Optimization exercise on an open flow, not production practice.
RTL: at most simulated, not proved equivalent.
Power: default activity.

==> flow/design.v, too long to show whole: its modules and the start of the top module <==
// module issbc_ctrl: 206 lines
// module issbc_dp: 166 lines
// module issbc_csa: 464 lines
// module issbc_rowcfg: 28 lines
// module issbc_ycon: 43 lines
// module issbc_kfix: 20 lines
// module imu_sample_scale_bias_calibrate: 86 lines
module imu_sample_scale_bias_calibrate
(
  input  wire logic             clk,
  input  wire logic             rst_n,
  input  wire logic             cfg_we,
  input  wire logic [1:0]       cfg_index,
  input  wire logic [CNT_W-1:0] cfg_data,
  input  wire logic             in_valid,
  output logic                  in_ready,
  input  wire logic             in_mode,
  input  wire logic [7:0]       in_x_low_byte,
  input  wire logic [7:0]       in_x_high_byte,
  input  wire logic [7:0]       in_y_low_byte,
  input  wire logic [7:0]       in_y_high_byte,
  input  wire logic [7:0]       in_z_low_byte,
  input  wire logic [7:0]       in_z_high_byte,
  output logic                  out_valid,
  input  wire logic             out_ready,
  output logic                  out_source_kind,
  output logic signed [24:0]    out_x_value,
  output logic signed [24:0]    out_y_value,
  output logic signed [24:0]    out_z_value
);
  // ...
==> flow/run.sh <==
#!/bin/bash
# synth_recipe.tcl (not shown) runs the flow's synth.tcl, then flattens the netlist and writes it again
# the make line also repeats each setting of config.mk as NAME=value (left out here)
make -C /OpenROAD-flow-scripts/flow DESIGN_CONFIG=/design/flow/config.mk WORK_HOME=/design/flow/orfs CLKGATE_MAP_FILE= SYNTH_SCRIPT=/design/flow/synth_recipe.tcl finish
==> flow/config.mk <==
export PLATFORM = sky130hd
export DESIGN_NAME = imu_sample_scale_bias_calibrate
export DESIGN_NICKNAME = imu_sample_scale_bias_calibrate
export VERILOG_FILES = /design/flow/design.v
export SDC_FILE = /design/flow/constraint.sdc
export NUM_CORES = 4
export LEC_CHECK = 0
export CAP_MARGIN = 20
export CORE_MARGIN = 2
export CORE_UTILIZATION = 55
export CTS_BUF_LIST = sky130_fd_sc_hd__clkbuf_8
export CTS_CLUSTER_SIZE = 24
export SETUP_SLACK_MARGIN = 5
export SLEW_MARGIN = 20
==> flow/constraint.sdc <==
create_clock -name core_clock -period 9.0 [get_ports {clk}]
set_input_delay 1.8000 -clock core_clock [delete_from_list [all_inputs] [get_ports {clk}]]
set_output_delay 1.8000 -clock core_clock [all_outputs]
set_load 0.01 [all_outputs]
==> out/qor.yml, run 1 <==
use_met3_pct: 7.77
vias: 59800
synth_fa_ha_area_share_pct: 22.9
p_leak_nw: 33.6
htree_levels: 4
netlist_area_um2: 73600
dominant_cells: "multi-input gates"
total_power_w: 0.0142
nFlopsAndLatches: 952
synthTopCellsByArea: "edfxtp_1 (23%), fa_1 (13%), dfxtp_1 (10%), ha_1 (9.4%), inv_1 (3.9%)"
cts_tree: "yes"
pre_cts_ws_ns: 3.69
power.switching_w: 0.00498
setup_violations: 0
die_w_um: 370
clkPwrFrac_pct: 31.5
drc: 0
clk_path_buf_depth: 3
place_area_um2: 78000
comb-power_w: 0.00441
start_util_pct: 55.3
dr_wl_met2_um: 117000
post_cts_buffers: 36
holdPathEnd: "u_ctrl.ok$_DFFE_PP_"
postSynthAreaPerCell_um2: 9.72
drv_slew: 0
endpoint: "u_x.s1s[16]$_DFFE_PP_"
grt.total_usage_pct: 38.3
drtAntennaViolNets: 0
combPwrFrac_pct: 31.1
synth_top_cell_by_area: "edfxtp_1"
status: "timing/DRC/antenna clean"
min_from: "u_ctrl.g2_r$_DFFE_PP_"
fmax_mhz: 244
tns_ns: 0
final_common_cell: "inv_1"
drtIter0Drc: 6514
Testbench counts, summed over its fixed seeds: cycles 2,744, items 2,400.
==> module issbc_ctrl, before the edit <==
module issbc_ctrl
(
  input  wire logic             clk,
  input  wire logic             rst_n,
  input  wire logic             cfg_we,
  input  wire logic [1:0]       cfg_index,
  input  wire logic [CNT_W-1:0] cfg_data,
  input  wire logic             in_valid,
  output logic                  in_ready,
  input  wire logic             in_mode,
  output logic                  out_valid,
  input  wire logic             out_ready,
  output logic                  out_source_kind,
  output logic                  cap,
  output logic                  cap_sk,
  output logic                  cap_pass,
  output logic                  cap_hi,
  output logic [2:0]            cap_k,
  output logic                  sk_ld,
  output logic                  acc,
  output logic                  div_load,
  output logic                  div_step,
  output logic [CNT_W-1:0]      div_n,
  output logic                  g0,
  output logic [2:0]            k0,
  output logic                  e1_0,
  output logic                  e2_0,
  output logic                  q2_0,
  output logic                  kfix,
  output logic                  y_rnd,
  output logic                  ld1,
  output logic                  g1,
  output logic                  w_p1,
  output logic                  w_p2,
  output logic                  ld2,
  output logic                  ld_out
);
  typedef enum logic [3:0] {
    S_RUN  = 4'd0,
    S_SUMW = 4'd7,
    S_LOAD = 4'd1,
    S_DIV  = 4'd2,
    S_P1   = 4'd3,
    S_PW1  = 4'd4,
    S_PW1B = 4'd8,
    S_P2   = 4'd5,
    S_PW2  = 4'd6
  } state_t;
  state_t           state_r, state_nx;
  logic [1:0]       accel_sel_r;
  logic [2:0]       gyro_sel_r;
  logic [CNT_W-1:0] cnt_r;
  logic [CNT_W-1:0] fc_r;
  logic [$clog2(DIV_CYC)-1:0] dc_r;
  logic             rdy_r;
  logic             skv, skv_nx, sk_mode;
  logic             v0, a0, v1, v2, ov, ok;
  logic [1:0]       ps0, ps1;
  logic             g0_r, g1_r, g2_r;
  logic [2:0]       k0_r;
  logic             active_r, last_r;
  logic             e1_r, e2_r, q2_r;
  logic [2:0] kg, ka;
  assign kg = (gyro_sel_r > 3'd4) ? 3'd4 : gyro_sel_r;
  assign ka = {1'b0, accel_sel_r};
  logic calib_active, calib_last, adv, s2_free, s1_free, s0_free, in_fire, take;
  logic src_mode, cal, pcap;
  assign calib_active = active_r;
  assign calib_last   = last_r;
  assign adv      = !ov || out_ready;
  assign s2_free  = !v2 || adv;
  assign s1_free  = !v1 || s2_free;
  assign s0_free  = !v0 || s1_free;
  assign in_ready = rdy_r;
  assign in_fire  = in_valid && rdy_r;
  assign take     = s0_free && (skv || in_fire);
  assign src_mode = skv ? sk_mode : in_mode;
  assign cal      = src_mode && calib_active;
  assign pcap     = ((state_r == S_P1) && !v0 && !v1) || (state_r == S_P2);
  assign cap      = take || pcap;
  assign cap_sk   = skv;
  assign cap_pass = pcap;
  assign cap_hi   = (state_r == S_P2);
  assign cap_k    = (pcap || src_mode) ? kg : ka;
  assign sk_ld    = in_fire && !s0_free;
  assign acc      = a0;
  assign div_load = (state_r == S_LOAD);
  assign div_step = (state_r == S_DIV);
  assign div_n    = fc_r;
  assign g0       = g0_r;
  assign k0       = k0_r;
  assign y_rnd    = (ps0 == 2'd1);
  assign ld1      = (v0 && s1_free) || (ps0 != 2'd0);
  assign g1       = g1_r;
  assign w_p1     = (ps1 == 2'd1);
  assign w_p2     = (ps1 == 2'd2);
  assign ld2      = v1 && s2_free;
  assign ld_out   = v2 && adv;
  assign out_valid       = ov;
  assign out_source_kind = ok;
  always_comb begin
    state_nx = state_r;
    case (state_r)
      S_SUMW:  state_nx = S_LOAD;
      S_LOAD:  state_nx = S_DIV;
      S_DIV:   if (dc_r == DIV_CYC - 1) state_nx = S_P1;
      S_P1:    if (pcap) state_nx = S_PW1;
      S_PW1:   state_nx = S_PW1B;
      S_PW1B:  state_nx = S_P2;
      S_P2:    state_nx = S_PW2;
      S_PW2:   state_nx = S_RUN;
      default: ;
    endcase
    if (take && cal && calib_last) state_nx = S_SUMW;
    if (cfg_we && (cfg_index == 2'd1)) state_nx = S_P1;
  end
  assign skv_nx = sk_ld ? 1'b1 : (take ? 1'b0 : skv);
  logic [CNT_W:0] fc1, fc2;
  logic           act0, act1, last0, last1;
  assign fc1   = {1'b0, fc_r} + 17'd1;
  assign fc2   = {1'b0, fc_r} + 17'd2;
  assign act0  = ({1'b0, fc_r} < {1'b0, cnt_r});
  assign act1  = (fc1 < {1'b0, cnt_r});
  assign last0 = (fc1 == {1'b0, cnt_r});
  assign last1 = (fc2 == {1'b0, cnt_r});
  logic             e1_c, e2_c, q2_c;
  issbc_rowcfg u_rowcfg (
    .g  (pcap || src_mode),
    .k  (cap_k),
    .e1 (e1_c),
    .e2 (e2_c),
    .q2 (q2_c)
  );
  assign e1_0 = e1_r;
  assign e2_0 = e2_r;
  assign q2_0 = q2_r;
  assign kfix = (state_r == S_P2);
  always_ff @(posedge clk) begin
    if (!rst_n) begin
      state_r     <= S_RUN;
      rdy_r       <= 1'b0;
      accel_sel_r <= 2'd3;
      gyro_sel_r  <= 3'd4;
      cnt_r       <= '0;
      fc_r        <= '0;
      dc_r        <= '0;
      skv         <= 1'b0;
      v0          <= 1'b0;
      a0          <= 1'b0;
      ps0         <= 2'd0;
      active_r    <= 1'b0;
      last_r      <= 1'b0;
      v1          <= 1'b0;
      ps1         <= 2'd0;
      v2          <= 1'b0;
      ov          <= 1'b0;
    end else begin
      state_r  <= state_nx;
      active_r <= (take && cal) ? act1 : act0;
      last_r   <= (take && cal) ? last1 : last0;
      rdy_r   <= (state_nx == S_RUN) && !skv_nx && !cfg_we;
      skv     <= skv_nx;
      if (cfg_we) begin
        case (cfg_index)
          2'd0:    accel_sel_r <= cfg_data[1:0];
          2'd1:    gyro_sel_r  <= cfg_data[2:0];
          2'd2:    cnt_r       <= cfg_data;
          default: ;
        endcase
      end
      if (state_r == S_LOAD)     dc_r <= '0;
      else if (state_r == S_DIV) dc_r <= dc_r + 1'b1;
      if (take) begin
        v0  <= !cal;
        a0  <= cal;
        ps0 <= 2'd0;
        if (cal) fc_r <= fc_r + 1'b1;
      end else if (pcap) begin
        v0  <= 1'b0;
        a0  <= 1'b0;
        ps0 <= cap_hi ? 2'd2 : 2'd1;
      end else begin
        if (s1_free) v0 <= 1'b0;
        a0  <= 1'b0;
        ps0 <= 2'd0;
      end
      if (s1_free) v1 <= v0;
      ps1 <= ps0;
      if (s2_free) v2 <= v1;
      if (adv) ov <= v2;
    end
  end
  always_ff @(posedge clk) begin
    if (sk_ld) sk_mode <= in_mode;
    if (cap) begin
      g0_r <= pcap || src_mode;
      k0_r <= cap_k;
      e1_r <= e1_c;
      e2_r <= e2_c;
      q2_r <= q2_c;
    end
    if (ld1)    g1_r <= g0_r;
    if (ld2)    g2_r <= g1_r;
    if (ld_out) ok   <= g2_r;
  end
endmodule
==> module issbc_dp, before the edit <==
module issbc_dp
(
  input  wire logic                    clk,
  input  wire logic                    rst_n,
  input  wire logic [RAW_W-1:0]        in_raw,
  input  wire logic                    cap,        
  input  wire logic                    cap_sk,     
  input  wire logic                    cap_pass,   
  input  wire logic                    cap_hi,     
  input  wire logic [2:0]              cap_k,      
  input  wire logic                    sk_ld,      
  input  wire logic                    acc,        
  input  wire logic                    div_load,   
  input  wire logic                    div_step,
  input  wire logic [CNT_W-1:0]        div_n,
  input  wire logic                    g0,         
  input  wire logic [2:0]              k0,         
  input  wire logic                    e1_0,       
  input  wire logic                    e2_0,
  input  wire logic                    q2_0,
  input  wire logic                    y_rnd,      
  input  wire logic                    ld1,
  input  wire logic                    g1,         
  input  wire logic                    w_p1,       
  input  wire logic                    w_p2,       
  input  wire logic                    kfix,       
  input  wire logic                    ld2,
  input  wire logic                    ld_out,
  output logic signed [OUT_W-1:0]      out_value
);
  logic [RAW_W-1:0]        sk_raw;
  logic signed [A_W-1:0]   a0;
  logic [AP_W-1:0]         ap0;
  logic signed [SUM_W-1:0] sum_r;
  logic [Q_W-1:0]          q_r;
  logic                    qneg_r;
  logic signed [T_W-1:0]   k_r;
  logic                    z_r;
  logic [T_W-1:0]          s1s, s1c;
  logic signed [OUT_W-1:0] out_r;
  always_ff @(posedge clk) begin
    if (sk_ld) sk_raw <= in_raw;
  end
  logic [16:0]           qpart;
  logic signed [A_W-1:0] a_src;
  always_comb begin
    qpart = cap_hi ? {1'b0, q_r[31:16]} : {1'b0, q_r[15:0]};
    if (cap_pass)    a_src = qneg_r ? $signed(qpart) : $signed(~qpart);
    else if (cap_sk) a_src = {sk_raw[RAW_W-1], sk_raw};
    else             a_src = {in_raw[RAW_W-1], in_raw};
  end
  always_ff @(posedge clk) begin
    if (cap) begin
      a0  <= a_src;
      ap0 <= {{(AP_W-A_W){a_src[A_W-1]}}, a_src} << cap_k;
    end
  end
  logic signed [SUM_W-1:0] sum_nx;
  assign sum_nx = sum_r + SUM_W'(a0);
  always_ff @(posedge clk) begin
    if (!rst_n) sum_r <= '0;
    else if (acc) sum_r <= sum_nx;
  end
  logic [SUM_W-1:0] sabs;
  assign sabs = sum_r[SUM_W-1] ? SUM_W'(-sum_r) : SUM_W'(sum_r);
  logic [CNT_W-1:0] rem   [DIV_R+1];
  logic [Q_W-1:0]   nq    [DIV_R+1];
  logic [CNT_W:0]   trial [DIV_R];
  logic [CNT_W:0]   tdiff [DIV_R];
  always_comb begin
    rem[0] = k_r[CNT_W-1:0];
    nq[0]  = q_r;
    for (int i = 0; i < DIV_R; i++) begin
      trial[i] = {rem[i], nq[i][Q_W-1]};
      tdiff[i] = trial[i] - {1'b0, div_n};
      if (!tdiff[i][CNT_W]) begin
        rem[i+1] = tdiff[i][CNT_W-1:0];
        nq[i+1]  = {nq[i][Q_W-2:0], 1'b1};
      end else begin
        rem[i+1] = trial[i][CNT_W-1:0];
        nq[i+1]  = {nq[i][Q_W-2:0], 1'b0};
      end
    end
  end
  logic [T_W-1:0] y_op, cs_s, cs_c;
  logic [T_W-1:0] y_con;
  issbc_ycon u_ycon (
    .p1   (y_rnd),
    .qneg (qneg_r),
    .k    (k0),
    .yc   (y_con)
  );
  assign y_op = (g0 && !y_rnd) ? k_r : y_con;
  issbc_csa u_csa (
    .a  (a0),
    .ap (ap0),
    .g  (g0),
    .e1 (e1_0),
    .e2 (e2_0),
    .q2 (q2_0),
    .y  (y_op),
    .s  (cs_s),
    .c  (cs_c)
  );
  always_ff @(posedge clk) begin
    if (ld1) begin
      s1s <= cs_s;
      s1c <= cs_c;
    end
  end
  logic signed [T_W-1:0]   t;
  logic                    tie;
  logic signed [OUT_W-1:0] m2;
  logic                    ct2;
  assign t   = s1s + s1c;
  assign tie = ((s1s[15:0] ^ s1c[15:0]) == {s1s[14:0] | s1c[14:0], 1'b0});
  always_ff @(posedge clk) begin
    if (ld2) begin
      m2  <= t[T_W-1:16];
      ct2 <= tie && (g1 ? z_r : 1'b1);
    end
  end
  logic                    dec;
  logic [OUT_W-1:0]        low_zero;
  logic signed [OUT_W-1:0] res;
  assign dec = ct2 && (m2[OUT_W-1] || (m2 == '0));
  always_comb begin
    low_zero[0] = 1'b1;
    for (int i = 1; i < OUT_W; i++) low_zero[i] = low_zero[i-1] && !m2[i-1];
  end
  assign res = m2 ^ (low_zero & {OUT_W{dec}});
  always_ff @(posedge clk) begin
    if (ld_out) out_r <= res;
  end
  assign out_value = out_r;
  logic [15:0]    k_hi;
  logic [T_W-1:0] k_rst;
  issbc_kfix u_kfix (
    .k    (k0),
    .r    (k_r[24:0]),
    .hi   (k_hi),
    .krst (k_rst)
  );
  always_ff @(posedge clk) begin
    if (!rst_n) begin
      q_r    <= '0;
      qneg_r <= 1'b0;
      k_r    <= k_rst;
      z_r    <= 1'b1;
    end else if (div_load) begin
      k_r[CNT_W-1:0] <= sabs[SUM_W-1:16];
      q_r            <= {sabs[15:0], 1'b0, div_n[CNT_W-1:1]};
      qneg_r         <= sum_r[SUM_W-1];
    end else if (div_step) begin
      k_r[CNT_W-1:0] <= rem[DIV_R];
      q_r            <= nq[DIV_R];
    end else if (w_p1) begin
      k_r[24:0] <= t[T_W-1:16];
      z_r       <= tie;
    end else if (kfix) begin
      k_r[T_W-1:25] <= k_hi;
    end else if (w_p2) begin
      k_r <= t;
    end
  end
endmodule
==> module issbc_kfix, before the edit <==
module issbc_kfix (
  input  wire logic [2:0]  k,
  input  wire logic [24:0] r,
  output logic [15:0]      hi,
  output logic [40:0]      krst    
);
  always_comb begin
    case (k)
      3'd0: hi = (r < 25'd6309378) ? 16'hb5d0 : 16'hb5cf;
      3'd1: hi = (r < 25'd6178308) ? 16'hb5d0 : 16'hb5cf;
      3'd2: hi = (r < 25'd6178308) ? 16'hb5d0 : 16'hb5cf;
      3'd3: hi = (r < 25'd6047238) ? 16'hb5d0 : 16'hb5cf;
      3'd4: hi = (r < 25'd5785098) ? 16'hb5d0 : 16'hb5cf;
      3'd5: hi = (r < 25'd5785098) ? 16'hb5d0 : 16'hb5cf;
      3'd6: hi = (r < 25'd5785098) ? 16'hb5d0 : 16'hb5cf;
      3'd7: hi = (r < 25'd5785098) ? 16'hb5d0 : 16'hb5cf;
    endcase
  end
  assign krst = 41'h1b5cfaca305;
endmodule
==> run 2, diff against run 1 <==
--- a/flow/design.v
+++ b/flow/design.v
@@ -32,6 +32,7 @@
   output logic                  cap_pass,
   output logic                  cap_hi,
   output logic [2:0]            cap_k,
+  output logic                  cap_g,
   output logic                  sk_ld,
   output logic                  acc,
   output logic                  div_load,
@@ -39,6 +40,7 @@
   output logic [CNT_W-1:0]      div_n,
   output logic                  g0,
   output logic [2:0]            k0,
+  output logic [4:0]            sh0,
   output logic                  e1_0,
   output logic                  e2_0,
   output logic                  q2_0,
@@ -48,7 +50,6 @@
   output logic                  g1,
   output logic                  w_p1,
   output logic                  w_p2,
-  output logic                  ld2,
   output logic                  ld_out
 );
   typedef enum logic [3:0] {
@@ -70,22 +71,22 @@
   logic [$clog2(DIV_CYC)-1:0] dc_r;
   logic             rdy_r;
   logic             skv, skv_nx, sk_mode;
-  logic             v0, a0, v1, v2, ov, ok;
+  logic             v0, a0, v1, ov, ok;
   logic [1:0]       ps0, ps1;
-  logic             g0_r, g1_r, g2_r;
+  logic             g0_r, g1_r;
   logic [2:0]       k0_r;
+  logic [4:0]       sh0_r;
   logic             active_r, last_r;
   logic             e1_r, e2_r, q2_r;
   logic [2:0] kg, ka;
   assign kg = (gyro_sel_r > 3'd4) ? 3'd4 : gyro_sel_r;
   assign ka = {1'b0, accel_sel_r};
-  logic calib_active, calib_last, adv, s2_free, s1_free, s0_free, in_fire, take;
+  logic calib_active, calib_last, adv, s1_free, s0_free, in_fire, take;
   logic src_mode, cal, pcap;
   assign calib_active = active_r;
   assign calib_last   = last_r;
   assign adv      = !ov || out_ready;
-  assign s2_free  = !v2 || adv;
-  assign s1_free  = !v1 || s2_free;
+  assign s1_free  = !v1 || adv;
   assign s0_free  = !v0 || s1_free;
   assign in_ready = rdy_r;
   assign in_fire  = in_valid && rdy_r;
@@ -98,6 +99,7 @@
   assign cap_pass = pcap;
   assign cap_hi   = (state_r == S_P2);
   assign cap_k    = (pcap || src_mode) ? kg : ka;
+  assign cap_g    = pcap || src_mode;
   assign sk_ld    = in_fire && !s0_free;
   assign acc      = a0;
   assign div_load = (state_r == S_LOAD);
@@ -105,13 +107,13 @@
   assign div_n    = fc_r;
   assign g0       = g0_r;
   assign k0       = k0_r;
+  assign sh0      = sh0_r;
   assign y_rnd    = (ps0 == 2'd1);
   assign ld1      = (v0 && s1_free) || (ps0 != 2'd0);
   assign g1       = g1_r;
   assign w_p1     = (ps1 == 2'd1);
   assign w_p2     = (ps1 == 2'd2);
-  assign ld2      = v1 && s2_free;
-  assign ld_out   = v2 && adv;
+  assign ld_out   = v1 && adv;
   assign out_valid       = ov;
   assign out_source_kind = ok;
   always_comb begin
@@ -168,7 +170,6 @@
       last_r      <= 1'b0;
       v1          <= 1'b0;
       ps1         <= 2'd0;
-      v2          <= 1'b0;
       ov          <= 1'b0;
     end else begin
       state_r  <= state_nx;
@@ -202,8 +203,7 @@
       end
       if (s1_free) v1 <= v0;
       ps1 <= ps0;
-      if (s2_free) v2 <= v1;
-      if (adv) ov <= v2;
+      if (adv) ov <= v1;
     end
   end
   always_ff @(posedge clk) begin
@@ -211,13 +211,13 @@
     if (cap) begin
       g0_r <= pcap || src_mode;
       k0_r <= cap_k;
+      sh0_r <= 5'd1 << cap_k;
       e1_r <= e1_c;
       e2_r <= e2_c;
       q2_r <= q2_c;
     end
     if (ld1)    g1_r <= g0_r;
-    if (ld2)    g2_r <= g1_r;
-    if (ld_out) ok   <= g2_r;
+    if (ld_out) ok   <= g1_r;
   end
 endmodule
 `default_nettype wire
@@ -233,6 +233,7 @@
   input  wire logic                    cap_pass,   
   input  wire logic                    cap_hi,     
   input  wire logic [2:0]              cap_k,      
+  input  wire logic                    cap_g,      
   input  wire logic                    sk_ld,      
   input  wire logic                    acc,        
   input  wire logic                    div_load,   
@@ -240,6 +241,7 @@
   input  wire logic [CNT_W-1:0]        div_n,
   input  wire logic                    g0,         
   input  wire logic [2:0]              k0,         
+  input  wire logic [4:0]              sh0,        
   input  wire logic                    e1_0,       
   input  wire logic                    e2_0,
   input  wire logic                    q2_0,
@@ -249,13 +251,12 @@
   input  wire logic                    w_p1,       
   input  wire logic                    w_p2,       
   input  wire logic                    kfix,       
-  input  wire logic                    ld2,
   input  wire logic                    ld_out,
   output logic signed [OUT_W-1:0]      out_value
 );
   logic [RAW_W-1:0]        sk_raw;
   logic signed [A_W-1:0]   a0;
-  logic [AP_W-1:0]         ap0;
+  logic                    cin0;
   logic signed [SUM_W-1:0] sum_r;
   logic [Q_W-1:0]          q_r;
   logic                    qneg_r;
@@ -274,10 +275,17 @@
     else if (cap_sk) a_src = {sk_raw[RAW_W-1], sk_raw};
     else             a_src = {in_raw[RAW_W-1], in_raw};
   end
+  logic signed [17:0] bcmp;
+  logic               below, cin_src;
+  assign bcmp    = {a_src[A_W-1], a_src}
+                 + (qneg_r ? {2'b00, q_r[31:16]} : ~{2'b00, q_r[31:16]})
+                 + {17'd0, !qneg_r && (q_r[15:0] == 16'd0)};
+  assign below   = cap_g ? (z_r && bcmp[17]) : a_src[A_W-1];
+  assign cin_src = !cap_pass && !below;
   always_ff @(posedge clk) begin
     if (cap) begin
+      cin0 <= cin_src;
       a0  <= a_src;
-      ap0 <= {{(AP_W-A_W){a_src[A_W-1]}}, a_src} << cap_k;
     end
   end
   logic signed [SUM_W-1:0] sum_nx;
@@ -316,6 +324,13 @@
     .yc   (y_con)
   );
   assign y_op = (g0 && !y_rnd) ? k_r : y_con;
+  logic [AP_W-1:0] a_x, ap0;
+  assign a_x = {{(AP_W-A_W){a0[A_W-1]}}, a0};
+  assign ap0 = ({AP_W{sh0[0]}} & a_x)
+             | ({AP_W{sh0[1]}} & (a_x << 1))
+             | ({AP_W{sh0[2]}} & (a_x << 2))
+             | ({AP_W{sh0[3]}} & (a_x << 3))
+             | ({AP_W{sh0[4]}} & (a_x << 4));
   issbc_csa u_csa (
     .a  (a0),
     .ap (ap0),
@@ -324,6 +339,7 @@
     .e2 (e2_0),
     .q2 (q2_0),
     .y  (y_op),
+    .cin(cin0),
     .s  (cs_s),
     .c  (cs_c)
   );
@@ -333,29 +349,12 @@
       s1c <= cs_c;
     end
   end
-  logic signed [T_W-1:0]   t;
-  logic                    tie;
-  logic signed [OUT_W-1:0] m2;
-  logic                    ct2;
+  logic signed [T_W-1:0] t;
+  logic                  tie;
   assign t   = s1s + s1c;
   assign tie = ((s1s[15:0] ^ s1c[15:0]) == {s1s[14:0] | s1c[14:0], 1'b0});
   always_ff @(posedge clk) begin
-    if (ld2) begin
-      m2  <= t[T_W-1:16];
-      ct2 <= tie && (g1 ? z_r : 1'b1);
-    end
-  end
-  logic                    dec;
-  logic [OUT_W-1:0]        low_zero;
-  logic signed [OUT_W-1:0] res;
-  assign dec = ct2 && (m2[OUT_W-1] || (m2 == '0));
-  always_comb begin
-    low_zero[0] = 1'b1;
-    for (int i = 1; i < OUT_W; i++) low_zero[i] = low_zero[i-1] && !m2[i-1];
-  end
-  assign res = m2 ^ (low_zero & {OUT_W{dec}});
-  always_ff @(posedge clk) begin
-    if (ld_out) out_r <= res;
+    if (ld_out) out_r <= t[T_W-1:16];
   end
   assign out_value = out_r;
   logic [15:0]    k_hi;
@@ -397,6 +396,7 @@
   input  wire logic        e2,    
   input  wire logic        q2,
   input  wire logic [40:0] y,
+  input  wire logic        cin,
   output logic [40:0]      s,
   output logic [40:0]      c
 );
@@ -612,246 +612,248 @@
   wire w210 = (g ? ap[17] : ~ap[17]) & (g ? ~ap[20] : ~ap[19]);
   wire w211 = (g ? ap[18] : ~ap[18]) ^ (~g & ap[20]);
   wire w212 = (g ? ap[18] : ~ap[18]) & (~g & ap[20]);
-  wire w213 = (g & ~ap[1]) ^ (e1 & ~a[1]);
-  wire w214 = (g & ~ap[1]) & (e1 & ~a[1]);
-  wire w215 = w91 ^ (e1 & ~a[2]) ^ (e2 & (q2 ? ~a[0] : ~a[1]));
-  wire w216 = (w91 & (e1 & ~a[2])) | ((e2 & (q2 ? ~a[0] : ~a[1])) & (w91 ^ (e1 & ~a[2])));
-  wire w217 = w93 ^ (e2 & (q2 ? ~a[1] : ~a[2])) ^ y[3];
-  wire w218 = (w93 & (e2 & (q2 ? ~a[1] : ~a[2]))) | (y[3] & (w93 ^ (e2 & (q2 ? ~a[1] : ~a[2]))));
-  wire w219 = w95 ^ (e2 & (q2 ? ~a[2] : ~a[3])) ^ y[4];
-  wire w220 = (w95 & (e2 & (q2 ? ~a[2] : ~a[3]))) | (y[4] & (w95 ^ (e2 & (q2 ? ~a[2] : ~a[3]))));
-  wire w221 = w97 ^ (e2 & (q2 ? ~a[3] : ~a[4])) ^ y[5];
-  wire w222 = (w97 & (e2 & (q2 ? ~a[3] : ~a[4]))) | (y[5] & (w97 ^ (e2 & (q2 ? ~a[3] : ~a[4]))));
-  wire w223 = w99 ^ (e2 & (q2 ? ~a[4] : ~a[5])) ^ y[6];
-  wire w224 = (w99 & (e2 & (q2 ? ~a[4] : ~a[5]))) | (y[6] & (w99 ^ (e2 & (q2 ? ~a[4] : ~a[5]))));
-  wire w225 = w101 ^ (e2 & (q2 ? ~a[5] : ~a[6])) ^ y[7];
-  wire w226 = (w101 & (e2 & (q2 ? ~a[5] : ~a[6]))) | (y[7] & (w101 ^ (e2 & (q2 ? ~a[5] : ~a[6]))));
-  wire w227 = w103 ^ w105 ^ y[8];
-  wire w228 = (w103 & w105) | (y[8] & (w103 ^ w105));
-  wire w229 = w107 ^ w109 ^ w104;
-  wire w230 = (w107 & w109) | (w104 & (w107 ^ w109));
-  wire w231 = w111 ^ w113 ^ w108;
-  wire w232 = (w111 & w113) | (w108 & (w111 ^ w113));
-  wire w233 = w115 ^ w117 ^ w112;
-  wire w234 = (w115 & w117) | (w112 & (w115 ^ w117));
-  wire w235 = w119 ^ w121 ^ w116;
-  wire w236 = (w119 & w121) | (w116 & (w119 ^ w121));
-  wire w237 = w123 ^ w125 ^ w120;
-  wire w238 = (w123 & w125) | (w120 & (w123 ^ w125));
-  wire w239 = w127 ^ w129 ^ w124;
-  wire w240 = (w127 & w129) | (w124 & (w127 ^ w129));
-  wire w241 = w131 ^ w133 ^ w128;
-  wire w242 = (w131 & w133) | (w128 & (w131 ^ w133));
-  wire w243 = w135 ^ w137 ^ w132;
-  wire w244 = (w135 & w137) | (w132 & (w135 ^ w137));
-  wire w245 = w139 ^ w141 ^ w136;
-  wire w246 = (w139 & w141) | (w136 & (w139 ^ w141));
-  wire w247 = w143 ^ w145 ^ w140;
-  wire w248 = (w143 & w145) | (w140 & (w143 ^ w145));
-  wire w249 = w147 ^ w149 ^ w144;
-  wire w250 = (w147 & w149) | (w144 & (w147 ^ w149));
-  wire w251 = w151 ^ w153 ^ w148;
-  wire w252 = (w151 & w153) | (w148 & (w151 ^ w153));
-  wire w253 = w155 ^ w157 ^ w152;
-  wire w254 = (w155 & w157) | (w152 & (w155 ^ w157));
-  wire w255 = w159 ^ w161 ^ w156;
-  wire w256 = (w159 & w161) | (w156 & (w159 ^ w161));
-  wire w257 = w163 ^ w165 ^ w160;
-  wire w258 = (w163 & w165) | (w160 & (w163 ^ w165));
-  wire w259 = w167 ^ w169 ^ w164;
-  wire w260 = (w167 & w169) | (w164 & (w167 ^ w169));
-  wire w261 = w171 ^ w173 ^ w168;
-  wire w262 = (w171 & w173) | (w168 & (w171 ^ w173));
-  wire w263 = w175 ^ w177 ^ w172;
-  wire w264 = (w175 & w177) | (w172 & (w175 ^ w177));
-  wire w265 = w179 ^ w181 ^ w176;
-  wire w266 = (w179 & w181) | (w176 & (w179 ^ w181));
-  wire w267 = w183 ^ w185 ^ w180;
-  wire w268 = (w183 & w185) | (w180 & (w183 ^ w185));
-  wire w269 = w187 ^ w189 ^ w184;
-  wire w270 = (w187 & w189) | (w184 & (w187 ^ w189));
-  wire w271 = w191 ^ w193 ^ w188;
-  wire w272 = (w191 & w193) | (w188 & (w191 ^ w193));
-  wire w273 = w195 ^ w197 ^ w192;
-  wire w274 = (w195 & w197) | (w192 & (w195 ^ w197));
-  wire w275 = w199 ^ w201 ^ w196;
-  wire w276 = (w199 & w201) | (w196 & (w199 ^ w201));
-  wire w277 = w203 ^ w205 ^ w200;
-  wire w278 = (w203 & w205) | (w200 & (w203 ^ w205));
-  wire w279 = w207 ^ y[34] ^ w204;
-  wire w280 = (w207 & y[34]) | (w204 & (w207 ^ y[34]));
-  wire w281 = w209 ^ (~g & ap[13]) ^ y[35];
-  wire w282 = (w209 & (~g & ap[13])) | (y[35] & (w209 ^ (~g & ap[13])));
-  wire w283 = w211 ^ (~g & ap[14]) ^ y[36];
-  wire w284 = (w211 & (~g & ap[14])) | (y[36] & (w211 ^ (~g & ap[14])));
-  wire w285 = (g ? ap[19] : ~ap[19]) ^ (~g & ap[15]) ^ y[37];
-  wire w286 = ((g ? ap[19] : ~ap[19]) & (~g & ap[15])) | (y[37] & ((g ? ap[19] : ~ap[19]) ^ (~g & ap[15])));
-  wire w287 = (g ? ~ap[20] : ap[20]) ^ (~g & ap[16]);
-  wire w288 = (g ? ~ap[20] : ap[20]) & (~g & ap[16]);
-  wire w289 = (g & ~ap[0]) ^ (e1 & ~a[0]);
-  wire w290 = (g & ~ap[0]) & (e1 & ~a[0]);
-  wire w291 = w213 ^ (e2 & ~q2 & ~a[0]) ^ y[1];
-  wire w292 = (w213 & (e2 & ~q2 & ~a[0])) | (y[1] & (w213 ^ (e2 & ~q2 & ~a[0])));
-  wire w293 = w215 ^ y[2] ^ w214;
-  wire w294 = (w215 & y[2]) | (w214 & (w215 ^ y[2]));
-  wire w295 = w217 ^ w92 ^ w216;
-  wire w296 = (w217 & w92) | (w216 & (w217 ^ w92));
-  wire w297 = w219 ^ w94 ^ w218;
-  wire w298 = (w219 & w94) | (w218 & (w219 ^ w94));
-  wire w299 = w221 ^ w96 ^ w220;
-  wire w300 = (w221 & w96) | (w220 & (w221 ^ w96));
-  wire w301 = w223 ^ w98 ^ w222;
-  wire w302 = (w223 & w98) | (w222 & (w223 ^ w98));
-  wire w303 = w225 ^ w100 ^ w224;
-  wire w304 = (w225 & w100) | (w224 & (w225 ^ w100));
-  wire w305 = w227 ^ w102 ^ w226;
-  wire w306 = (w227 & w102) | (w226 & (w227 ^ w102));
-  wire w307 = w229 ^ w106 ^ w228;
-  wire w308 = (w229 & w106) | (w228 & (w229 ^ w106));
-  wire w309 = w231 ^ w110 ^ w230;
-  wire w310 = (w231 & w110) | (w230 & (w231 ^ w110));
-  wire w311 = w233 ^ w114 ^ w232;
-  wire w312 = (w233 & w114) | (w232 & (w233 ^ w114));
-  wire w313 = w235 ^ w118 ^ w234;
-  wire w314 = (w235 & w118) | (w234 & (w235 ^ w118));
-  wire w315 = w237 ^ w122 ^ w236;
-  wire w316 = (w237 & w122) | (w236 & (w237 ^ w122));
-  wire w317 = w239 ^ w126 ^ w238;
-  wire w318 = (w239 & w126) | (w238 & (w239 ^ w126));
-  wire w319 = w241 ^ w130 ^ w240;
-  wire w320 = (w241 & w130) | (w240 & (w241 ^ w130));
-  wire w321 = w243 ^ w134 ^ w242;
-  wire w322 = (w243 & w134) | (w242 & (w243 ^ w134));
-  wire w323 = w245 ^ w138 ^ w244;
-  wire w324 = (w245 & w138) | (w244 & (w245 ^ w138));
-  wire w325 = w247 ^ w142 ^ w246;
-  wire w326 = (w247 & w142) | (w246 & (w247 ^ w142));
-  wire w327 = w249 ^ w146 ^ w248;
-  wire w328 = (w249 & w146) | (w248 & (w249 ^ w146));
-  wire w329 = w251 ^ w150 ^ w250;
-  wire w330 = (w251 & w150) | (w250 & (w251 ^ w150));
-  wire w331 = w253 ^ w154 ^ w252;
-  wire w332 = (w253 & w154) | (w252 & (w253 ^ w154));
-  wire w333 = w255 ^ w158 ^ w254;
-  wire w334 = (w255 & w158) | (w254 & (w255 ^ w158));
-  wire w335 = w257 ^ w162 ^ w256;
-  wire w336 = (w257 & w162) | (w256 & (w257 ^ w162));
-  wire w337 = w259 ^ w166 ^ w258;
-  wire w338 = (w259 & w166) | (w258 & (w259 ^ w166));
-  wire w339 = w261 ^ w170 ^ w260;
-  wire w340 = (w261 & w170) | (w260 & (w261 ^ w170));
-  wire w341 = w263 ^ w174 ^ w262;
-  wire w342 = (w263 & w174) | (w262 & (w263 ^ w174));
-  wire w343 = w265 ^ w178 ^ w264;
-  wire w344 = (w265 & w178) | (w264 & (w265 ^ w178));
-  wire w345 = w267 ^ w182 ^ w266;
-  wire w346 = (w267 & w182) | (w266 & (w267 ^ w182));
-  wire w347 = w269 ^ w186 ^ w268;
-  wire w348 = (w269 & w186) | (w268 & (w269 ^ w186));
-  wire w349 = w271 ^ w190 ^ w270;
-  wire w350 = (w271 & w190) | (w270 & (w271 ^ w190));
-  wire w351 = w273 ^ w194 ^ w272;
-  wire w352 = (w273 & w194) | (w272 & (w273 ^ w194));
-  wire w353 = w275 ^ w198 ^ w274;
-  wire w354 = (w275 & w198) | (w274 & (w275 ^ w198));
-  wire w355 = w277 ^ w202 ^ w276;
-  wire w356 = (w277 & w202) | (w276 & (w277 ^ w202));
-  wire w357 = w279 ^ w206 ^ w278;
-  wire w358 = (w279 & w206) | (w278 & (w279 ^ w206));
-  wire w359 = w281 ^ w208 ^ w280;
-  wire w360 = (w281 & w208) | (w280 & (w281 ^ w208));
-  wire w361 = w283 ^ w210 ^ w282;
-  wire w362 = (w283 & w210) | (w282 & (w283 ^ w210));
-  wire w363 = w285 ^ w212 ^ w284;
-  wire w364 = (w285 & w212) | (w284 & (w285 ^ w212));
-  wire w365 = w287 ^ y[38] ^ w286;
-  wire w366 = (w287 & y[38]) | (w286 & (w287 ^ y[38]));
-  wire w367 = (~g & ap[17]) ^ y[39] ^ w288;
-  wire w368 = ((~g & ap[17]) & y[39]) | (w288 & ((~g & ap[17]) ^ y[39]));
-  wire w369 = (~g & ap[18]) ^ y[40];
-  wire w370 = (~g & ap[18]) & y[40];
-  assign s[0] = w289;
-  assign c[0] = y[0];
-  assign s[1] = w291;
-  assign c[1] = w290;
-  assign s[2] = w293;
-  assign c[2] = w292;
-  assign s[3] = w295;
-  assign c[3] = w294;
-  assign s[4] = w297;
-  assign c[4] = w296;
-  assign s[5] = w299;
-  assign c[5] = w298;
-  assign s[6] = w301;
-  assign c[6] = w300;
-  assign s[7] = w303;
-  assign c[7] = w302;
-  assign s[8] = w305;
-  assign c[8] = w304;
-  assign s[9] = w307;
-  assign c[9] = w306;
-  assign s[10] = w309;
-  assign c[10] = w308;
-  assign s[11] = w311;
-  assign c[11] = w310;
-  assign s[12] = w313;
-  assign c[12] = w312;
-  assign s[13] = w315;
-  assign c[13] = w314;
-  assign s[14] = w317;
-  assign c[14] = w316;
-  assign s[15] = w319;
-  assign c[15] = w318;
-  assign s[16] = w321;
-  assign c[16] = w320;
-  assign s[17] = w323;
-  assign c[17] = w322;
-  assign s[18] = w325;
-  assign c[18] = w324;
-  assign s[19] = w327;
-  assign c[19] = w326;
-  assign s[20] = w329;
-  assign c[20] = w328;
-  assign s[21] = w331;
-  assign c[21] = w330;
-  assign s[22] = w333;
-  assign c[22] = w332;
-  assign s[23] = w335;
-  assign c[23] = w334;
-  assign s[24] = w337;
-  assign c[24] = w336;
-  assign s[25] = w339;
-  assign c[25] = w338;
-  assign s[26] = w341;
-  assign c[26] = w340;
-  assign s[27] = w343;
-  assign c[27] = w342;
-  assign s[28] = w345;
-  assign c[28] = w344;
-  assign s[29] = w347;
-  assign c[29] = w346;
-  assign s[30] = w349;
-  assign c[30] = w348;
-  assign s[31] = w351;
-  assign c[31] = w350;
-  assign s[32] = w353;
-  assign c[32] = w352;
-  assign s[33] = w355;
-  assign c[33] = w354;
-  assign s[34] = w357;
-  assign c[34] = w356;
-  assign s[35] = w359;
-  assign c[35] = w358;
-  assign s[36] = w361;
-  assign c[36] = w360;
-  assign s[37] = w363;
-  assign c[37] = w362;
-  assign s[38] = w365;
-  assign c[38] = w364;
-  assign s[39] = w367;
-  assign c[39] = w366;
-  assign s[40] = w369;
-  assign c[40] = w368;
+  wire w213 = (g & ~ap[0]) ^ (e1 & ~a[0]);
+  wire w214 = (g & ~ap[0]) & (e1 & ~a[0]);
+  wire w215 = (g & ~ap[1]) ^ (e1 & ~a[1]) ^ (e2 & ~q2 & ~a[0]);
+  wire w216 = ((g & ~ap[1]) & (e1 & ~a[1])) | ((e2 & ~q2 & ~a[0]) & ((g & ~ap[1]) ^ (e1 & ~a[1])));
+  wire w217 = w91 ^ (e1 & ~a[2]) ^ (e2 & (q2 ? ~a[0] : ~a[1]));
+  wire w218 = (w91 & (e1 & ~a[2])) | ((e2 & (q2 ? ~a[0] : ~a[1])) & (w91 ^ (e1 & ~a[2])));
+  wire w219 = w93 ^ (e2 & (q2 ? ~a[1] : ~a[2])) ^ y[3];
+  wire w220 = (w93 & (e2 & (q2 ? ~a[1] : ~a[2]))) | (y[3] & (w93 ^ (e2 & (q2 ? ~a[1] : ~a[2]))));
+  wire w221 = w95 ^ (e2 & (q2 ? ~a[2] : ~a[3])) ^ y[4];
+  wire w222 = (w95 & (e2 & (q2 ? ~a[2] : ~a[3]))) | (y[4] & (w95 ^ (e2 & (q2 ? ~a[2] : ~a[3]))));
+  wire w223 = w97 ^ (e2 & (q2 ? ~a[3] : ~a[4])) ^ y[5];
+  wire w224 = (w97 & (e2 & (q2 ? ~a[3] : ~a[4]))) | (y[5] & (w97 ^ (e2 & (q2 ? ~a[3] : ~a[4]))));
+  wire w225 = w99 ^ (e2 & (q2 ? ~a[4] : ~a[5])) ^ y[6];
+  wire w226 = (w99 & (e2 & (q2 ? ~a[4] : ~a[5]))) | (y[6] & (w99 ^ (e2 & (q2 ? ~a[4] : ~a[5]))));
+  wire w227 = w101 ^ (e2 & (q2 ? ~a[5] : ~a[6])) ^ y[7];
+  wire w228 = (w101 & (e2 & (q2 ? ~a[5] : ~a[6]))) | (y[7] & (w101 ^ (e2 & (q2 ? ~a[5] : ~a[6]))));
+  wire w229 = w103 ^ w105 ^ y[8];
+  wire w230 = (w103 & w105) | (y[8] & (w103 ^ w105));
+  wire w231 = w107 ^ w109 ^ w104;
+  wire w232 = (w107 & w109) | (w104 & (w107 ^ w109));
+  wire w233 = w111 ^ w113 ^ w108;
+  wire w234 = (w111 & w113) | (w108 & (w111 ^ w113));
+  wire w235 = w115 ^ w117 ^ w112;
+  wire w236 = (w115 & w117) | (w112 & (w115 ^ w117));
+  wire w237 = w119 ^ w121 ^ w116;
+  wire w238 = (w119 & w121) | (w116 & (w119 ^ w121));
+  wire w239 = w123 ^ w125 ^ w120;
+  wire w240 = (w123 & w125) | (w120 & (w123 ^ w125));
+  wire w241 = w127 ^ w129 ^ w124;
+  wire w242 = (w127 & w129) | (w124 & (w127 ^ w129));
+  wire w243 = w131 ^ w133 ^ w128;
+  wire w244 = (w131 & w133) | (w128 & (w131 ^ w133));
+  wire w245 = w135 ^ w137 ^ w132;
+  wire w246 = (w135 & w137) | (w132 & (w135 ^ w137));
+  wire w247 = w139 ^ w141 ^ w136;
+  wire w248 = (w139 & w141) | (w136 & (w139 ^ w141));
+  wire w249 = w143 ^ w145 ^ w140;
+  wire w250 = (w143 & w145) | (w140 & (w143 ^ w145));
+  wire w251 = w147 ^ w149 ^ w144;
+  wire w252 = (w147 & w149) | (w144 & (w147 ^ w149));
+  wire w253 = w151 ^ w153 ^ w148;
+  wire w254 = (w151 & w153) | (w148 & (w151 ^ w153));
+  wire w255 = w155 ^ w157 ^ w152;
+  wire w256 = (w155 & w157) | (w152 & (w155 ^ w157));
+  wire w257 = w159 ^ w161 ^ w156;
+  wire w258 = (w159 & w161) | (w156 & (w159 ^ w161));
+  wire w259 = w163 ^ w165 ^ w160;
+  wire w260 = (w163 & w165) | (w160 & (w163 ^ w165));
+  wire w261 = w167 ^ w169 ^ w164;
+  wire w262 = (w167 & w169) | (w164 & (w167 ^ w169));
+  wire w263 = w171 ^ w173 ^ w168;
+  wire w264 = (w171 & w173) | (w168 & (w171 ^ w173));
+  wire w265 = w175 ^ w177 ^ w172;
+  wire w266 = (w175 & w177) | (w172 & (w175 ^ w177));
+  wire w267 = w179 ^ w181 ^ w176;
+  wire w268 = (w179 & w181) | (w176 & (w179 ^ w181));
+  wire w269 = w183 ^ w185 ^ w180;
+  wire w270 = (w183 & w185) | (w180 & (w183 ^ w185));
+  wire w271 = w187 ^ w189 ^ w184;
+  wire w272 = (w187 & w189) | (w184 & (w187 ^ w189));
+  wire w273 = w191 ^ w193 ^ w188;
+  wire w274 = (w191 & w193) | (w188 & (w191 ^ w193));
+  wire w275 = w195 ^ w197 ^ w192;
+  wire w276 = (w195 & w197) | (w192 & (w195 ^ w197));
+  wire w277 = w199 ^ w201 ^ w196;
+  wire w278 = (w199 & w201) | (w196 & (w199 ^ w201));
+  wire w279 = w203 ^ w205 ^ w200;
+  wire w280 = (w203 & w205) | (w200 & (w203 ^ w205));
+  wire w281 = w207 ^ y[34] ^ w204;
+  wire w282 = (w207 & y[34]) | (w204 & (w207 ^ y[34]));
+  wire w283 = w209 ^ (~g & ap[13]) ^ y[35];
+  wire w284 = (w209 & (~g & ap[13])) | (y[35] & (w209 ^ (~g & ap[13])));
+  wire w285 = w211 ^ (~g & ap[14]) ^ y[36];
+  wire w286 = (w211 & (~g & ap[14])) | (y[36] & (w211 ^ (~g & ap[14])));
+  wire w287 = (g ? ap[19] : ~ap[19]) ^ (~g & ap[15]) ^ y[37];
+  wire w288 = ((g ? ap[19] : ~ap[19]) & (~g & ap[15])) | (y[37] & ((g ? ap[19] : ~ap[19]) ^ (~g & ap[15])));
+  wire w289 = (g ? ~ap[20] : ap[20]) ^ (~g & ap[16]);
+  wire w290 = (g ? ~ap[20] : ap[20]) & (~g & ap[16]);
+  wire w291 = w213 ^ y[0];
+  wire w292 = w213 & y[0];
+  wire w293 = w215 ^ y[1] ^ w214;
+  wire w294 = (w215 & y[1]) | (w214 & (w215 ^ y[1]));
+  wire w295 = w217 ^ y[2] ^ w216;
+  wire w296 = (w217 & y[2]) | (w216 & (w217 ^ y[2]));
+  wire w297 = w219 ^ w92 ^ w218;
+  wire w298 = (w219 & w92) | (w218 & (w219 ^ w92));
+  wire w299 = w221 ^ w94 ^ w220;
+  wire w300 = (w221 & w94) | (w220 & (w221 ^ w94));
+  wire w301 = w223 ^ w96 ^ w222;
+  wire w302 = (w223 & w96) | (w222 & (w223 ^ w96));
+  wire w303 = w225 ^ w98 ^ w224;
+  wire w304 = (w225 & w98) | (w224 & (w225 ^ w98));
+  wire w305 = w227 ^ w100 ^ w226;
+  wire w306 = (w227 & w100) | (w226 & (w227 ^ w100));
+  wire w307 = w229 ^ w102 ^ w228;
+  wire w308 = (w229 & w102) | (w228 & (w229 ^ w102));
+  wire w309 = w231 ^ w106 ^ w230;
+  wire w310 = (w231 & w106) | (w230 & (w231 ^ w106));
+  wire w311 = w233 ^ w110 ^ w232;
+  wire w312 = (w233 & w110) | (w232 & (w233 ^ w110));
+  wire w313 = w235 ^ w114 ^ w234;
+  wire w314 = (w235 & w114) | (w234 & (w235 ^ w114));
+  wire w315 = w237 ^ w118 ^ w236;
+  wire w316 = (w237 & w118) | (w236 & (w237 ^ w118));
+  wire w317 = w239 ^ w122 ^ w238;
+  wire w318 = (w239 & w122) | (w238 & (w239 ^ w122));
+  wire w319 = w241 ^ w126 ^ w240;
+  wire w320 = (w241 & w126) | (w240 & (w241 ^ w126));
+  wire w321 = w243 ^ w130 ^ w242;
+  wire w322 = (w243 & w130) | (w242 & (w243 ^ w130));
+  wire w323 = w245 ^ w134 ^ w244;
+  wire w324 = (w245 & w134) | (w244 & (w245 ^ w134));
+  wire w325 = w247 ^ w138 ^ w246;
+  wire w326 = (w247 & w138) | (w246 & (w247 ^ w138));
+  wire w327 = w249 ^ w142 ^ w248;
+  wire w328 = (w249 & w142) | (w248 & (w249 ^ w142));
+  wire w329 = w251 ^ w146 ^ w250;
+  wire w330 = (w251 & w146) | (w250 & (w251 ^ w146));
+  wire w331 = w253 ^ w150 ^ w252;
+  wire w332 = (w253 & w150) | (w252 & (w253 ^ w150));
+  wire w333 = w255 ^ w154 ^ w254;
+  wire w334 = (w255 & w154) | (w254 & (w255 ^ w154));
+  wire w335 = w257 ^ w158 ^ w256;
+  wire w336 = (w257 & w158) | (w256 & (w257 ^ w158));
+  wire w337 = w259 ^ w162 ^ w258;
+  wire w338 = (w259 & w162) | (w258 & (w259 ^ w162));
+  wire w339 = w261 ^ w166 ^ w260;
+  wire w340 = (w261 & w166) | (w260 & (w261 ^ w166));
+  wire w341 = w263 ^ w170 ^ w262;
+  wire w342 = (w263 & w170) | (w262 & (w263 ^ w170));
+  wire w343 = w265 ^ w174 ^ w264;
+  wire w344 = (w265 & w174) | (w264 & (w265 ^ w174));
+  wire w345 = w267 ^ w178 ^ w266;
+  wire w346 = (w267 & w178) | (w266 & (w267 ^ w178));
+  wire w347 = w269 ^ w182 ^ w268;
+  wire w348 = (w269 & w182) | (w268 & (w269 ^ w182));
+  wire w349 = w271 ^ w186 ^ w270;
+  wire w350 = (w271 & w186) | (w270 & (w271 ^ w186));
+  wire w351 = w273 ^ w190 ^ w272;
+  wire w352 = (w273 & w190) | (w272 & (w273 ^ w190));
+  wire w353 = w275 ^ w194 ^ w274;
+  wire w354 = (w275 & w194) | (w274 & (w275 ^ w194));
+  wire w355 = w277 ^ w198 ^ w276;
+  wire w356 = (w277 & w198) | (w276 & (w277 ^ w198));
+  wire w357 = w279 ^ w202 ^ w278;
+  wire w358 = (w279 & w202) | (w278 & (w279 ^ w202));
+  wire w359 = w281 ^ w206 ^ w280;
+  wire w360 = (w281 & w206) | (w280 & (w281 ^ w206));
+  wire w361 = w283 ^ w208 ^ w282;
+  wire w362 = (w283 & w208) | (w282 & (w283 ^ w208));
+  wire w363 = w285 ^ w210 ^ w284;
+  wire w364 = (w285 & w210) | (w284 & (w285 ^ w210));
+  wire w365 = w287 ^ w212 ^ w286;
+  wire w366 = (w287 & w212) | (w286 & (w287 ^ w212));
+  wire w367 = w289 ^ y[38] ^ w288;
+  wire w368 = (w289 & y[38]) | (w288 & (w289 ^ y[38]));
+  wire w369 = (~g & ap[17]) ^ y[39] ^ w290;
+  wire w370 = ((~g & ap[17]) & y[39]) | (w290 & ((~g & ap[17]) ^ y[39]));
+  wire w371 = (~g & ap[18]) ^ y[40];
+  wire w372 = (~g & ap[18]) & y[40];
+  assign s[0] = w291;
+  assign c[0] = cin;
+  assign s[1] = w293;
+  assign c[1] = w292;
+  assign s[2] = w295;
+  assign c[2] = w294;
+  assign s[3] = w297;
+  assign c[3] = w296;
+  assign s[4] = w299;
+  assign c[4] = w298;
+  assign s[5] = w301;
+  assign c[5] = w300;
+  assign s[6] = w303;
+  assign c[6] = w302;
+  assign s[7] = w305;
+  assign c[7] = w304;
+  assign s[8] = w307;
+  assign c[8] = w306;
+  assign s[9] = w309;
+  assign c[9] = w308;
+  assign s[10] = w311;
+  assign c[10] = w310;
+  assign s[11] = w313;
+  assign c[11] = w312;
+  assign s[12] = w315;
+  assign c[12] = w314;
+  assign s[13] = w317;
+  assign c[13] = w316;
+  assign s[14] = w319;
+  assign c[14] = w318;
+  assign s[15] = w321;
+  assign c[15] = w320;
+  assign s[16] = w323;
+  assign c[16] = w322;
+  assign s[17] = w325;
+  assign c[17] = w324;
+  assign s[18] = w327;
+  assign c[18] = w326;
+  assign s[19] = w329;
+  assign c[19] = w328;
+  assign s[20] = w331;
+  assign c[20] = w330;
+  assign s[21] = w333;
+  assign c[21] = w332;
+  assign s[22] = w335;
+  assign c[22] = w334;
+  assign s[23] = w337;
+  assign c[23] = w336;
+  assign s[24] = w339;
+  assign c[24] = w338;
+  assign s[25] = w341;
+  assign c[25] = w340;
+  assign s[26] = w343;
+  assign c[26] = w342;
+  assign s[27] = w345;
+  assign c[27] = w344;
+  assign s[28] = w347;
+  assign c[28] = w346;
+  assign s[29] = w349;
+  assign c[29] = w348;
+  assign s[30] = w351;
+  assign c[30] = w350;
+  assign s[31] = w353;
+  assign c[31] = w352;
+  assign s[32] = w355;
+  assign c[32] = w354;
+  assign s[33] = w357;
+  assign c[33] = w356;
+  assign s[34] = w359;
+  assign c[34] = w358;
+  assign s[35] = w361;
+  assign c[35] = w360;
+  assign s[36] = w363;
+  assign c[36] = w362;
+  assign s[37] = w365;
+  assign c[37] = w364;
+  assign s[38] = w367;
+  assign c[38] = w366;
+  assign s[39] = w369;
+  assign c[39] = w368;
+  assign s[40] = w371;
+  assign c[40] = w370;
 endmodule
 module issbc_rowcfg (
   input  wire logic        g,
@@ -889,38 +891,38 @@
 );
   always_comb begin
     case ({p1, qneg, k})
-      5'd0: yc = 41'h1ad6fc5a900;
-      5'd1: yc = 41'h1ad6fc4a901;
-      5'd2: yc = 41'h1ad6fc4a901;
-      5'd3: yc = 41'h1ad6fc2a903;
-      5'd4: yc = 41'h1ad6fc2a903;
-      5'd5: yc = 41'h1ad6fc2a903;
-      5'd6: yc = 41'h1ad6fc2a903;
-      5'd7: yc = 41'h1ad6fc2a903;
-      5'd8: yc = 41'h1ad6fc5a900;
-      5'd9: yc = 41'h1ad6fc4a901;
-      5'd10: yc = 41'h1ad6fc4a901;
-      5'd11: yc = 41'h1ad6fc2a903;
-      5'd12: yc = 41'h1ad6fc2a903;
-      5'd13: yc = 41'h1ad6fc2a903;
-      5'd14: yc = 41'h1ad6fc2a903;
-      5'd15: yc = 41'h1ad6fc2a903;
-      5'd16: yc = 41'h11af2b98004;
-      5'd17: yc = 41'h11d4fc0dd07;
-      5'd18: yc = 41'h12609cf970d;
-      5'd19: yc = 41'h1357ded0b19;
-      5'd20: yc = 41'h1546627f331;
-      5'd21: yc = 41'h1546627f331;
-      5'd22: yc = 41'h1546627f331;
-      5'd23: yc = 41'h1546627f331;
-      5'd24: yc = 41'h11695b22301;
-      5'd25: yc = 41'h11495b32302;
-      5'd26: yc = 41'h11495b32302;
-      5'd27: yc = 41'h11295b42303;
-      5'd28: yc = 41'h10e95b62305;
-      5'd29: yc = 41'h10e95b62305;
-      5'd30: yc = 41'h10e95b62305;
-      5'd31: yc = 41'h10e95b62305;
+      5'd0: yc = 41'h1ad6fc5a8ff;
+      5'd1: yc = 41'h1ad6fc4a900;
+      5'd2: yc = 41'h1ad6fc4a900;
+      5'd3: yc = 41'h1ad6fc2a902;
+      5'd4: yc = 41'h1ad6fc2a902;
+      5'd5: yc = 41'h1ad6fc2a902;
+      5'd6: yc = 41'h1ad6fc2a902;
+      5'd7: yc = 41'h1ad6fc2a902;
+      5'd8: yc = 41'h1ad6fc5a8ff;
+      5'd9: yc = 41'h1ad6fc4a900;
+      5'd10: yc = 41'h1ad6fc4a900;
+      5'd11: yc = 41'h1ad6fc2a902;
+      5'd12: yc = 41'h1ad6fc2a902;
+      5'd13: yc = 41'h1ad6fc2a902;
+      5'd14: yc = 41'h1ad6fc2a902;
+      5'd15: yc = 41'h1ad6fc2a902;
+      5'd16: yc = 41'h11af2b88004;
+      5'd17: yc = 41'h11d4fbfdd07;
+      5'd18: yc = 41'h12609ce970d;
+      5'd19: yc = 41'h1357dec0b19;
+      5'd20: yc = 41'h1546626f331;
+      5'd21: yc = 41'h1546626f331;
+      5'd22: yc = 41'h1546626f331;
+      5'd23: yc = 41'h1546626f331;
+      5'd24: yc = 41'h11695b12301;
+      5'd25: yc = 41'h11495b22302;
+      5'd26: yc = 41'h11495b22302;
+      5'd27: yc = 41'h11295b32303;
+      5'd28: yc = 41'h10e95b52305;
+      5'd29: yc = 41'h10e95b52305;
+      5'd30: yc = 41'h10e95b52305;
+      5'd31: yc = 41'h10e95b52305;
     endcase
   end
 endmodule
@@ -932,17 +934,17 @@
 );
   always_comb begin
     case (k)
-      3'd0: hi = (r < 25'd6309378) ? 16'hb5d0 : 16'hb5cf;
-      3'd1: hi = (r < 25'd6178308) ? 16'hb5d0 : 16'hb5cf;
-      3'd2: hi = (r < 25'd6178308) ? 16'hb5d0 : 16'hb5cf;
-      3'd3: hi = (r < 25'd6047238) ? 16'hb5d0 : 16'hb5cf;
-      3'd4: hi = (r < 25'd5785098) ? 16'hb5d0 : 16'hb5cf;
-      3'd5: hi = (r < 25'd5785098) ? 16'hb5d0 : 16'hb5cf;
-      3'd6: hi = (r < 25'd5785098) ? 16'hb5d0 : 16'hb5cf;
-      3'd7: hi = (r < 25'd5785098) ? 16'hb5d0 : 16'hb5cf;
+      3'd0: hi = (r < 25'd6309377) ? 16'hb5d0 : 16'hb5cf;
+      3'd1: hi = (r < 25'd6178307) ? 16'hb5d0 : 16'hb5cf;
+      3'd2: hi = (r < 25'd6178307) ? 16'hb5d0 : 16'hb5cf;
+      3'd3: hi = (r < 25'd6047237) ? 16'hb5d0 : 16'hb5cf;
+      3'd4: hi = (r < 25'd5785097) ? 16'hb5d0 : 16'hb5cf;
+      3'd5: hi = (r < 25'd5785097) ? 16'hb5d0 : 16'hb5cf;
+      3'd6: hi = (r < 25'd5785097) ? 16'hb5d0 : 16'hb5cf;
+      3'd7: hi = (r < 25'd5785097) ? 16'hb5d0 : 16'hb5cf;
     endcase
   end
-  assign krst = 41'h1b5cfaca305;
+  assign krst = 41'h1b5cfaca304;
 endmodule
 `default_nettype wire
 `default_nettype none
@@ -971,8 +973,9 @@
   output logic signed [24:0]    out_z_value
 );
   logic             cap, cap_sk, cap_pass, cap_hi, sk_ld, acc, div_load, div_step;
-  logic             g0, y_rnd, ld1, g1, w_p1, w_p2, ld2, ld_out;
+  logic             g0, y_rnd, ld1, g1, w_p1, w_p2, ld_out, cap_g;
   logic [2:0]       cap_k, k0;
+  logic [4:0]       sh0;
   logic             e1_0, e2_0, q2_0, kfix;
   logic [CNT_W-1:0] div_n;
   issbc_ctrl u_ctrl (
@@ -992,6 +995,7 @@
     .cap_pass        (cap_pass),
     .cap_hi          (cap_hi),
     .cap_k           (cap_k),
+    .cap_g           (cap_g),
     .sk_ld           (sk_ld),
     .acc             (acc),
     .div_load        (div_load),
@@ -999,6 +1003,7 @@
     .div_n           (div_n),
     .g0              (g0),
     .k0              (k0),
+    .sh0             (sh0),
     .e1_0            (e1_0),
     .e2_0            (e2_0),
     .q2_0            (q2_0),
@@ -1008,29 +1013,28 @@
     .g1              (g1),
     .w_p1            (w_p1),
     .w_p2            (w_p2),
-    .ld2             (ld2),
     .ld_out          (ld_out)
   );
   issbc_dp u_x (
     .clk (clk), .rst_n (rst_n), .in_raw ({in_x_high_byte, in_x_low_byte}),
-    .cap (cap), .cap_sk (cap_sk), .cap_pass (cap_pass), .cap_hi (cap_hi), .cap_k (cap_k),
+    .cap (cap), .cap_sk (cap_sk), .cap_pass (cap_pass), .cap_hi (cap_hi), .cap_k (cap_k), .cap_g (cap_g),
     .sk_ld (sk_ld), .acc (acc), .div_load (div_load), .div_step (div_step), .div_n (div_n),
-    .g0 (g0), .k0 (k0), .e1_0 (e1_0), .e2_0 (e2_0), .q2_0 (q2_0), .kfix (kfix), .y_rnd (y_rnd), .ld1 (ld1), .g1 (g1), .w_p1 (w_p1), .w_p2 (w_p2),
-    .ld2 (ld2), .ld_out (ld_out), .out_value (out_x_value)
+    .g0 (g0), .k0 (k0), .sh0 (sh0), .e1_0 (e1_0), .e2_0 (e2_0), .q2_0 (q2_0), .kfix (kfix), .y_rnd (y_rnd), .ld1 (ld1), .g1 (g1), .w_p1 (w_p1), .w_p2 (w_p2),
+    .ld_out (ld_out), .out_value (out_x_value)
   );
   issbc_dp u_y (
     .clk (clk), .rst_n (rst_n), .in_raw ({in_y_high_byte, in_y_low_byte}),
-    .cap (cap), .cap_sk (cap_sk), .cap_pass (cap_pass), .cap_hi (cap_hi), .cap_k (cap_k),
+    .cap (cap), .cap_sk (cap_sk), .cap_pass (cap_pass), .cap_hi (cap_hi), .cap_k (cap_k), .cap_g (cap_g),
     .sk_ld (sk_ld), .acc (acc), .div_load (div_load), .div_step (div_step), .div_n (div_n),
-    .g0 (g0), .k0 (k0), .e1_0 (e1_0), .e2_0 (e2_0), .q2_0 (q2_0), .kfix (kfix), .y_rnd (y_rnd), .ld1 (ld1), .g1 (g1), .w_p1 (w_p1), .w_p2 (w_p2),
-    .ld2 (ld2), .ld_out (ld_out), .out_value (out_y_value)
+    .g0 (g0), .k0 (k0), .sh0 (sh0), .e1_0 (e1_0), .e2_0 (e2_0), .q2_0 (q2_0), .kfix (kfix), .y_rnd (y_rnd), .ld1 (ld1), .g1 (g1), .w_p1 (w_p1), .w_p2 (w_p2),
+    .ld_out (ld_out), .out_value (out_y_value)
   );
   issbc_dp u_z (
     .clk (clk), .rst_n (rst_n), .in_raw ({in_z_high_byte, in_z_low_byte}),
-    .cap (cap), .cap_sk (cap_sk), .cap_pass (cap_pass), .cap_hi (cap_hi), .cap_k (cap_k),
+    .cap (cap), .cap_sk (cap_sk), .cap_pass (cap_pass), .cap_hi (cap_hi), .cap_k (cap_k), .cap_g (cap_g),
     .sk_ld (sk_ld), .acc (acc), .div_load (div_load), .div_step (div_step), .div_n (div_n),
-    .g0 (g0), .k0 (k0), .e1_0 (e1_0), .e2_0 (e2_0), .q2_0 (q2_0), .kfix (kfix), .y_rnd (y_rnd), .ld1 (ld1), .g1 (g1), .w_p1 (w_p1), .w_p2 (w_p2),
-    .ld2 (ld2), .ld_out (ld_out), .out_value (out_z_value)
+    .g0 (g0), .k0 (k0), .sh0 (sh0), .e1_0 (e1_0), .e2_0 (e2_0), .q2_0 (q2_0), .kfix (kfix), .y_rnd (y_rnd), .ld1 (ld1), .g1 (g1), .w_p1 (w_p1), .w_p2 (w_p2),
+    .ld_out (ld_out), .out_value (out_z_value)
   );
 endmodule
 `default_nettype wire
==> out/qor.yml, run 2 <==
path_cells: "buf_12, or3_4, or3_4, and2_4, buf_12, buf_6, fa_2, fa_2, fa_2, fa_1"
grt.busiest_layer: "met2"
fin_crit_sh_pct: 47.0
root_buffer: "clkbuf_8"
synth_most_common_cell: "inv_1"
portBuffers: 149
cts_tree: "yes"
die-area_um2: 131000
whs_ns: 0.420
slew_headroom_pct: 12.3
final_cell_mix: "inv_1 (784), nand2_1 (645), ha_1 (556), a21oi_1 (455), edfxtp_1 (438)"
numCtsBuffers: 155
pre_cts_ws_ns: 3.62  # -0.0673 ns
use_met3_pct: 9.86  # +2.1 points
cts.clk_slew.worst_paths_ns: 0.06
fillers: 10800
final_area_um2: 82000
core-area_um2: 127000
drv_slew: 0  # unchanged
vias: 63100  # +5.5%
rows: 131
drtIter0Drc: 8016  # +23%
netlist_area_um2: 70500  # -4.3%
drtAntennaViolNets: 0  # unchanged
syn_to_final_growth_pct: 16.4
antenna_found_initial: 9
grt.total_usage_pct: 41.1  # +2.8 points
rsz0062_at_grt: "true"
use_met1_pct: 54.4
htree_levels: 4  # unchanged
setup_violations: 0  # unchanged
fin_skew_ns: 0.0606
cp.buffers_inverters: 3
cp_max_fo: 8
ios: 150
start_util_pct: 55.3  # about the same
vias_per_cell: 6.46
synth-async-reset-ratio_pct: 0
ys_ff_latch: 817
critPathKind: "reg2reg"
period_needed_ns: 4.23
synthFlopType: "edfxtp_1"
place_area_um2: 73700  # -5.6%
fmax_mhz: 237  # -3.1%
grt_use_met2_pct: 61.4
synthTopCellsByArea: "edfxtp_1 (19%), fa_1 (14%), dfxtp_1 (11%), ha_1 (11%), inv_1 (4.6%)"
grt_pass1_vias: 59900
dpl.hpwl_um: 198000
start_kind: "flip-flop"
wl_um: 277000
synth_top_cell_by_area: "edfxtp_1"
synthCells: 7605
clk_path_buf_depth: 3  # unchanged
cts.sinks: 817
p_leak_nw: 34.1  # +1.6%
endpoint_kind: "flip-flop"
slowest_delay_ns: 0.56
yosys_warnings: 13
arrival_ns: 4.85
grt_pass1_wl_um: 397000
maxCapViolCount: 0
status: "timing/DRC/antenna clean"
drc: 0  # unchanged
tns_ns: 0  # unchanged
firstDrtPassIters: 9
syn-num-nets: 8776
postSynthAreaPerCell_um2: 9.27  # -4.7%
die_height_um: 362
final_common_cell: "inv_1"
die_w_um: 362  # -2.1%
p_per_area_nw_per_um2: 143
[run 2: final timing paths]
path / start / endpoint / slack (ns) / depth (start not counted)
setup / recovery: u_ctrl.sh0_r[0]$_SDFFCE_PP0P_ / u_y.s1s[28]$_DFFE_PP_ / 4.77 / 10
hold / removal: u_ctrl.g1_r$_DFFE_PP_ / u_ctrl.ok$_DFFE_PP_ / 0.42 / 0
setup reg to reg: u_ctrl.sh0_r[0]$_SDFFCE_PP0P_ / u_y.s1s[28]$_DFFE_PP_ / 4.77 / 10
hold reg to reg: u_ctrl.g1_r$_DFFE_PP_ / u_ctrl.ok$_DFFE_PP_ / 0.42 / 0
[run 2: cells by family (layout without fill, tap and decap cells)]
family	Yosys count	in the layout	synth area share [%]
muxes	182	182	2.61
AOI/OAI and AO/OA	1981	1981	18.9
and+or+nand+nor	1794	1794	11.8
adders and majority gates	1099	1099	24.8
xor gates and xnor gates	454	454	5.64
other	0	8	0
buffers and inverters	1278	1763	6.81
DFF	817	817	29.4
[run 2: routing by layer]
metal | up-vias | part of all wire, %
li1 | 27600 | -
met1 | 30700 | 39
met2 | 3797 | 43
met3 | 921 | 11
met4 | 10 | 7.2
met5 | - | 0.023
[run 2: worst register-to-register path, delay by kind of cell, from the launching register on]
family	cells	cell delay (ns)
AND/OR/NAND/NOR	3	1.07
adder cells (fa/ha/maj)	4	1.95
buffers and inverters	3	0.46
flip-flops	1	0.48
[run 2: what timing repair did]
action	4_1_cts	5_1_grt
endpoints found under the hold margin	0	0
resized for setup	339	335
pin swaps	135	207
endpoints found under the setup margin	273	194
cloned	10	7
setup buffers	228	108
hold buffers	0	0
[run 2: final cells by class]
class / count / area (um^2) / area share [%]
clock buffers: 175 / 2410 / 2.94
multi-input cells: 5510 / 46700 / 56.9
flip-flops and latches: 817 / 20800 / 25.3
diodes: 8 / 20.0 / 0.0244
inverters: 861 / 3430 / 4.18
repair inverters: 1 / 8.76 / 0.0107
well taps: 1662 / 2080 / 2.53
clock inverters: 111 / 653 / 0.796
repair buffers: 615 / 5980 / 7.29
[run 2: power breakdown]
| part | leakage [nW] | switching [W] | internal (W) |
|---|---|---|---|
| clock network | 1.77 | 0.00180 | 0.00191 |
| registers | 7.05 | 0.000109 | 0.00423 |
| logic | 25.3 | 0.00222 | 0.00145 |
[run 2: through the flow]
| step | utilization (%) | total power (W) | instances |
|---|---|---|---|
| 2_1_floorplan | - | 0.00652 | 7605 |
| 3_3_place_gp | 57.8 | 0.00759 | 9112 |
| 3_5_place_dp | 57.8 | 0.00767 | 9113 |
| 4_1_cts | 62.7 | 0.0115 | 9637 |
| 5_1_grt | 64.4 | 0.0122 | 9756 |
| 6_report | 64.4 | 0.0117 | 9760 |
Testbench counts of run 2, summed over its fixed seeds: cycles 2,736, items 2,400.
